Background: an optimization exercise with open tools, aiming at small area, a short achievable clock period and few clock cycles per item. Do not read the settings as production practice. Where RTL was checked, it was by simulation tests only, not by an equivalence proof against the original.

// hsl_to_rgb_converter
module hsl_to_rgb_converter (
	input  logic clk,
	input  logic arst_n,
	input  logic hsl_valid,
	output logic hsl_stall,
	input  hsl_pkg::hsl_t hsl,
	output logic rgb_valid,
	input  logic rgb_stall,
	output hsl_pkg::rgb_t rgb
);
Settings: LEC_CHECK=0, CAP_MARGIN=20, CORE_MARGIN=2, CORE_UTILIZATION=40, SETUP_SLACK_MARGIN=2.0, SLEW_MARGIN=20, SYNTH_HIERARCHICAL=1, SYNTH_MINIMUM_KEEP_SIZE=0; clock period 7.0 ns.
run.sh (not shown) runs the stock make flow with config.mk's settings and CLKGATE_MAP_FILE= SYNTH_SCRIPT=/design/flow/synth_recipe.tcl, a recipe that flattens the netlist after the stock synthesis.
Then changed:
--- a/flow/config.mk
+++ b/flow/config.mk
@@ -9,5 +9,5 @@
 export CORE_MARGIN = 2
 export CORE_UTILIZATION = 40
-export SETUP_SLACK_MARGIN = 2.0
+export SETUP_SLACK_MARGIN = 3.0
 export SLEW_MARGIN = 20
 export SYNTH_HIERARCHICAL = 1
Clock-buffer cell count goes up by 2. Cell count rose by about 2.2%. Sequential share of layout area drops by 1.3 points. Wire length grows by about 7%. Utilization is higher by 2.1 points.
No functional check of the RTL was part of any run of this note.

* * *

## main
Another version of the RTL of hsl_to_rgb_converter (not shown whole).
For scale: roughly 1500 cells after synthesis, ~180 flip-flops, about 63 I/O pins.
clock: 7.0 ns
lec_check: 0
cap_margin: 20
core_margin: 2
core_utilization: 40
setup_slack_margin: 3.0
slew_margin: 20
synth_hierarchical: 1
synth_minimum_keep_size: 0
main completed end to end with timing, DRC and antenna clean.
#### Input delta (the feature branch over main)
# main
export LEC_CHECK = 0
export CAP_MARGIN = 20
export CORE_MARGIN = 2
export CORE_UTILIZATION = 40
export SETUP_SLACK_MARGIN = 3.0
export SLEW_MARGIN = 20
export SYNTH_HIERARCHICAL = 1
export SYNTH_MINIMUM_KEEP_SIZE = 0
create_clock -name core_clock -period 7.0 [get_ports {clk}]
# the feature branch
export LEC_CHECK = 0
export CAP_MARGIN = 20
export CORE_MARGIN = 2
export CORE_UTILIZATION = 40
export SETUP_SLACK_MARGIN = 3.4
export SLEW_MARGIN = 20
export SYNTH_HIERARCHICAL = 1
export SYNTH_MINIMUM_KEEP_SIZE = 0
create_clock -name core_clock -period 7.0 [get_ports {clk}]
Results
The lower critical path depth came out of the feature branch. The feature branch gives more post-route worst setup slack than main did. Between main and the feature branch, the post-placement cell area figures differ only marginally. Looking at commonest non-fill, non-tap cell in the layout, the sky130_fd_sc_hd__edfxtp_1 result is from the feature branch; the sky130_fd_sc_hd__fa_1 one comes from main. Diff the feature branch..main | via-per-instance ratio | negligible. Min count of clock-buffer cells in the layout across main and the feature branch: the feature branch. Sequential fraction of total cell area, main and the feature branch: lower on the feature branch. Compared to main, the feature branch has core utilization 1.6 points higher. met3 layer wire length in the routed design grows by a few percent when moving from main to the feature branch.
No run of this note included a check of the RTL's function; only the layout flow was run.

* * *

== run A ==
Another version of the RTL of hsl_to_rgb_converter (not shown whole).
Size in the first run: about 190 flip-flops, roughly 63 I/O pins, roughly 0.017 mm² of cells after synthesis.
Settings: LEC_CHECK=0, CAP_MARGIN=20, CORE_MARGIN=2, CORE_UTILIZATION=40, SETUP_SLACK_MARGIN=3.0, SLEW_MARGIN=20, SYNTH_HIERARCHICAL=1, SYNTH_MINIMUM_KEEP_SIZE=0; clock period 7.0 ns.
Run A finished all stages; the layout is clean.
Testbench counts of run A, summed over its fixed seeds: cycles 16,032, items 16,000.
Here is what was changed in the inputs of run B compared with run A.
==> flow/flow/run.sh (new file) <==
#!/bin/bash
# Layout flow: the standard flow (standard.sh) unchanged, except that the
# port buffers that global placement inserts are buf_2 cells rather than the
# default choice. Its full output goes to standard.log in this folder.
cp standard.sh standard_sh.txt.log
export BUFFER_PORTS_ARGS="-buffer_cell sky130_fd_sc_hd__buf_2"
bash standard.sh > standard.log 2>&1
==> flow/standard.sh (new file) <==
#!/bin/bash
# synth_recipe.tcl (not shown) runs the flow's synth.tcl, then flattens the netlist and writes it again
# the make line also repeats each setting of config.mk as NAME=value (left out here)
make -C /OpenROAD-flow-scripts/flow DESIGN_CONFIG=/design/flow/config.mk WORK_HOME=/design/flow/orfs CLKGATE_MAP_FILE= SYNTH_SCRIPT=/design/flow/synth_recipe.tcl "${@:-finish}"
removed: flow/run.sh
Findings:
- Multi-input combinational cell area of run B falls short of that of run A slightly.
- Looking at worst setup path category, the reg2reg result is from run B; the in2out one comes from run A.
- On cell count after placement, run B and run A are neck and neck.
- Changes observed in run B relative to run A: critical path depth +14, worst slack after detailed placement grew by 0.16 ns, final cycle utilization of the critical path went down.
- Compared with run A, placement density in the core of run B is lower.
For run C, these inputs were changed with respect to run B:
- a change of CORE_UTILIZATION from 40 to 55
Findings:
For run B and run C, there was not a single run that failed to finish clean. In run C, the number of gates on the worst path with buffers counted came out 6 below the value in run B. Summary of run C over run B: non-clock buffer count in the final layout moved up; synthesis-to-finish area growth moved up; height of the die moved down; share of the cycle needed by the critical path after routing moved up. On final count of pins violating max slew, run B and run C are neck and neck.
What run D does differently from run C at the input level:
- CORE_UTILIZATION: 55 -> 40
- ABC_AREA: unset -> 1
--- outcome ---
Every run in the comparison, run C and run D, completed the flow with a clean layout.
From run C to run D the numbers moved as follows: number of buffers on the longest clock path level; utilization down 18 points.
From run C to run D the numbers moved as follows: summed area of non-filler cells in the final layout roughly the same, final-layout fill cell count now sits higher, first-pass GRT wire length went up about 10%.
For run C, the startpoint of the worst setup timing path was r3[25], unlike run D, where it was rgb_stall.
DRC marker count from the first detailed-route iteration (run D vs. run C) decreases by more than a quarter
Die height, run C and run D: smaller value in run C

* * *

hsl_to_rgb_converter, a different RTL version from the one above (not shown whole).
Size in the first run: roughly 190 flip-flops, about 63 I/O pins, ~19000 um^2 of cells after synthesis.
Settings: LEC_CHECK=0, CAP_MARGIN=20, CORE_MARGIN=2, CORE_UTILIZATION=40, SLEW_MARGIN=20, SYNTH_HIERARCHICAL=1, SYNTH_MINIMUM_KEEP_SIZE=0; clock period 7.0 ns.
Stock flow here: none of the scripts above is used.
==> next run, changes <==
--- a/flow/config.mk
+++ b/flow/config.mk
@@ -9,4 +9,5 @@
 export CORE_MARGIN = 2
 export CORE_UTILIZATION = 40
+export SETUP_SLACK_MARGIN = 3.0
 export SLEW_MARGIN = 20
 export SYNTH_HIERARCHICAL = 1
After rerunning: Wire length rose by 4.5%; design area climbs by 3.9%; via count rises by 2.5%; global-route usage grows by 0.67 points.
No functional check of the RTL was part of any run of this note.

* * *

Another version of the RTL of hsl_to_rgb_converter (not shown whole).
For scale: about 1700 cells after synthesis, ~180 flip-flops, ~0.017 mm² of cells after synthesis.
// hsl_to_rgb_converter
module hsl_to_rgb_converter (
	input  logic clk,
	input  logic arst_n,
	input  logic hsl_valid,
	output logic hsl_stall,
	input  hsl_pkg::hsl_t hsl,
	output logic rgb_valid,
	input  logic rgb_stall,
	output hsl_pkg::rgb_t rgb
);
export LEC_CHECK = 0
export ABC_AREA = 1
export CAP_MARGIN = 20
export CORE_MARGIN = 2
export CORE_UTILIZATION = 40
export CTS_BUF_LIST = sky130_fd_sc_hd__clkbuf_8
export SETUP_SLACK_MARGIN = 3.5
export SLEW_MARGIN = 20
export SYNTH_HIERARCHICAL = 1
export SYNTH_MINIMUM_KEEP_SIZE = 0
create_clock -name core_clock -period 7.0 [get_ports {clk}]
standard.sh (not shown) runs the stock make flow with config.mk's settings and CLKGATE_MAP_FILE= SYNTH_SCRIPT=/design/flow/synth_recipe.tcl, a recipe that flattens the netlist after the stock synthesis.
==> flow/flow/run.sh <==
#!/bin/bash
# Layout flow: the standard flow (standard.sh) unchanged, except that the
# port buffers that global placement inserts are buf_2 cells rather than the
# default choice. Its full output goes to standard.log in this folder.
cp standard.sh standard_sh.txt.log
export BUFFER_PORTS_ARGS="-buffer_cell sky130_fd_sc_hd__buf_2"
bash standard.sh > standard.log 2>&1
The baseline completed without violations.
Testbench counts at the start, summed over its fixed seeds: cycles 16,032, items 16,000.
Next try:
- CTS_BUF_LIST: sky130_fd_sc_hd__clkbuf_8 -> default
Effect:
- The new run produced a clean layout
- routed wire length grows slightly
- area after synthesis does not change
- clock-buffer cell count does not change
- non-clock buffer count shrinks by 1
- via count grows slightly
- cell count stays the same
- cell area grows slightly
- die area does not change

* * *

RTL: one of the versions met above, not the one the previous note started from.
Size in the first run: about 1500 cells after synthesis, roughly 190 flip-flops.
Settings: LEC_CHECK=0, CAP_MARGIN=20, CORE_MARGIN=2, CORE_UTILIZATION=40, SETUP_SLACK_MARGIN=3.4, SLEW_MARGIN=20, SYNTH_HIERARCHICAL=1, SYNTH_MINIMUM_KEEP_SIZE=0; clock period 7.0 ns.
Scripts as last shown in full above: flow/flow/run.sh
Testbench counts at the start, summed over its fixed seeds: cycles 16,032, items 16,000.
Next try:
Settings changed: ABC_AREA from default to 1, CORE_UTILIZATION 40 to 55, SETUP_SLACK_MARGIN 3.4 to 3.0.
Core utilization increases by 13 points.
Hold slack got worse by 6.2 ps.
Global-route usage increases by 8.0 points.
Cell area decreases by 5.6%.
Synthesized cell count increases by 15%.

* * *

Setup of build 91:
hsl_to_rgb_converter, a different RTL version from the one above (not shown whole).
Size in the first run: ~1700 cells after synthesis, roughly 180 flip-flops, roughly 63 I/O pins.
export LEC_CHECK = 0
export ABC_AREA = 1
export CAP_MARGIN = 20
export CORE_MARGIN = 2
export CORE_UTILIZATION = 40
export CTS_BUF_LIST = sky130_fd_sc_hd__clkbuf_8
export SETUP_SLACK_MARGIN = 3.5
export SLEW_MARGIN = 20
export SYNTH_HIERARCHICAL = 1
export SYNTH_MINIMUM_KEEP_SIZE = 0
create_clock -name core_clock -period 7.0 [get_ports {clk}]
Scripts as last shown in full above: flow/flow/run.sh
Testbench counts of build 91, summed over its fixed seeds: cycles 16,032, items 16,000.
Here is what was changed in the inputs of build 81 compared with build 91.
-- flow/config.mk --
<<< build 91, line 10
export CORE_MARGIN = 2
export CORE_UTILIZATION = 40
export CTS_BUF_LIST = sky130_fd_sc_hd__clkbuf_8
export SETUP_SLACK_MARGIN = 3.5
export SLEW_MARGIN = 20
export SYNTH_HIERARCHICAL = 1
>>> build 81, line 10
export CORE_MARGIN = 2
export CORE_UTILIZATION = 40
export SETUP_SLACK_MARGIN = 3.8
export SLEW_MARGIN = 20
export SYNTH_HIERARCHICAL = 1
Findings:
Count of buffering cells on the critical path with inverters included was lower in build 81 than in build 91.
Build 81 against build 91: synthesized cell count was more or less identical; top achievable clock speed picked up an extra 0.62%.
Changes observed in build 81 relative to build 91: portion of the clock cycle consumed by the worst path in the final layout down 0.30 points.
Sequential cell count came out exactly the same in build 91 and build 81.
Build 91 → build 81: layout-stage area growth over the synthesis result has increased, final critical delay including setup and external delays has decreased, cell count has increased.
[inputs] build 20 vs build 81
-- flow/config.mk --
<<< build 81, line 10
export CORE_MARGIN = 2
export CORE_UTILIZATION = 40
export SETUP_SLACK_MARGIN = 3.8
export SLEW_MARGIN = 20
export SYNTH_HIERARCHICAL = 1
>>> build 20, line 10
export CORE_MARGIN = 2
export CORE_UTILIZATION = 40
export SETUP_SLACK_MARGIN = 3.0
export SLEW_MARGIN = 20
export SYNTH_HIERARCHICAL = 1
[summary]
- Compared with build 81, in build 20 final design instance area without fill shrank by 12%; fraction of final layout cells with drive strength greater than 1 shrank by 18 points; total area of multi-input combinational cells shrank by 9.2%; worst setup slack shrank by 300 ps; final layout net count shrank by 149.
- Build 20 — critical path depth 4 higher, build 81 as reference
Here is what was changed in the inputs of build 73 compared with build 20.
-- flow/config.mk --
<<< build 20, line 6
export NUM_CORES = 4
export LEC_CHECK = 0
export ABC_AREA = 1
export CAP_MARGIN = 20
export CORE_MARGIN = 2
>>> build 73, line 6
export NUM_CORES = 4
export LEC_CHECK = 0
export CAP_MARGIN = 20
export CORE_MARGIN = 2
==> summary.txt <==
Timing-limited maximum frequency (build 73 / build 20): 0.886. In terms of latest clock arrival within the worst-skew pair, build 20 and build 73 differ only marginally.

## port drivers added, routing unchanged
The results above use ideal ports. As a check the final layouts listed here were re-extracted and re-timed, cells and wires unchanged.
Step 1: set_driving_cell puts a clkbuf_16 on clk and a buf_2 on each other input, an assumption about the parent block.
Step 2 also shifts input and output timing later by t, the mid clock arrival at the registers, as if the neighbouring blocks saw the same clock.
Three values: no drivers, after step 1, after step 2; two values: the first two.
| run | shift t [ns] | setup WS [ns] | worst setup path after step 2 | latest minus earliest clock arrival (ns) |
|---|---|---|---|---|
| the first run of note 1 | 0.499 | 2.161 / 2.161 / 2.161 | register to register | 0.016 / 0.015 |
| the second run of note 1 | 0.504 | 2.485 / 2.485 / 2.485 | register to register | 0.015 / 0.015 |
| main | 0.501 | 3.094 / 3.094 / 2.925 | input to register | 0.013 / 0.012 |
| the feature branch | 0.514 | 3.145 / 3.145 / 3.125 | input to register | 0.010 / 0.011 |
| run A | 0.494 | 3.123 / 3.098 / 2.972 | input to register | 0.016 / 0.016 |
| run B | 0.498 | 3.153 / 3.153 / 3.153 | register to register | 0.015 / 0.015 |
| run C | 0.493 | 3.060 / 3.060 / 3.060 | register to register | 0.018 / 0.018 |
| run D | 0.518 | 3.195 / 3.175 / 3.175 | input to output | 0.020 / 0.020 |
| the first run of note 4 | 0.525 | 2.610 / 2.610 / 2.610 | register to register | 0.016 / 0.016 |
| the second run of note 4 | 0.517 | 3.024 / 3.024 / 3.017 | input to register | 0.024 / 0.024 |
| the first run of note 5 | 0.536 | 3.575 / 3.549 / 3.549 | input to output | 0.016 / 0.016 |
| the second run of note 5 | 0.492 | 3.570 / 3.545 / 3.545 | input to output | 0.012 / 0.012 |
| the first run of note 6 | 0.508 | 3.143 / 3.143 / 3.143 | register to register | 0.021 / 0.021 |
| the second run of note 6 | 0.490 | 3.172 / 3.145 / 3.145 | input to output | 0.017 / 0.017 |
| build 91 | 0.532 | 3.574 / 3.574 / 3.574 | register to register | 0.021 / 0.020 |
| build 81 | 0.493 | 3.595 / 3.595 / 3.595 | register to register | 0.012 / 0.012 |
| build 20 | 0.498 | 3.291 / 3.291 / 3.291 | register to register | 0.019 / 0.018 |
| build 73 | 0.499 | 2.812 / 2.812 / 2.812 | register to register | 0.015 / 0.016 |
After both steps setup and hold are still met in every run listed. For main, which loses most, drivers alone change the setup slack by 0.000 ns; drivers and shift together by -0.169 ns.
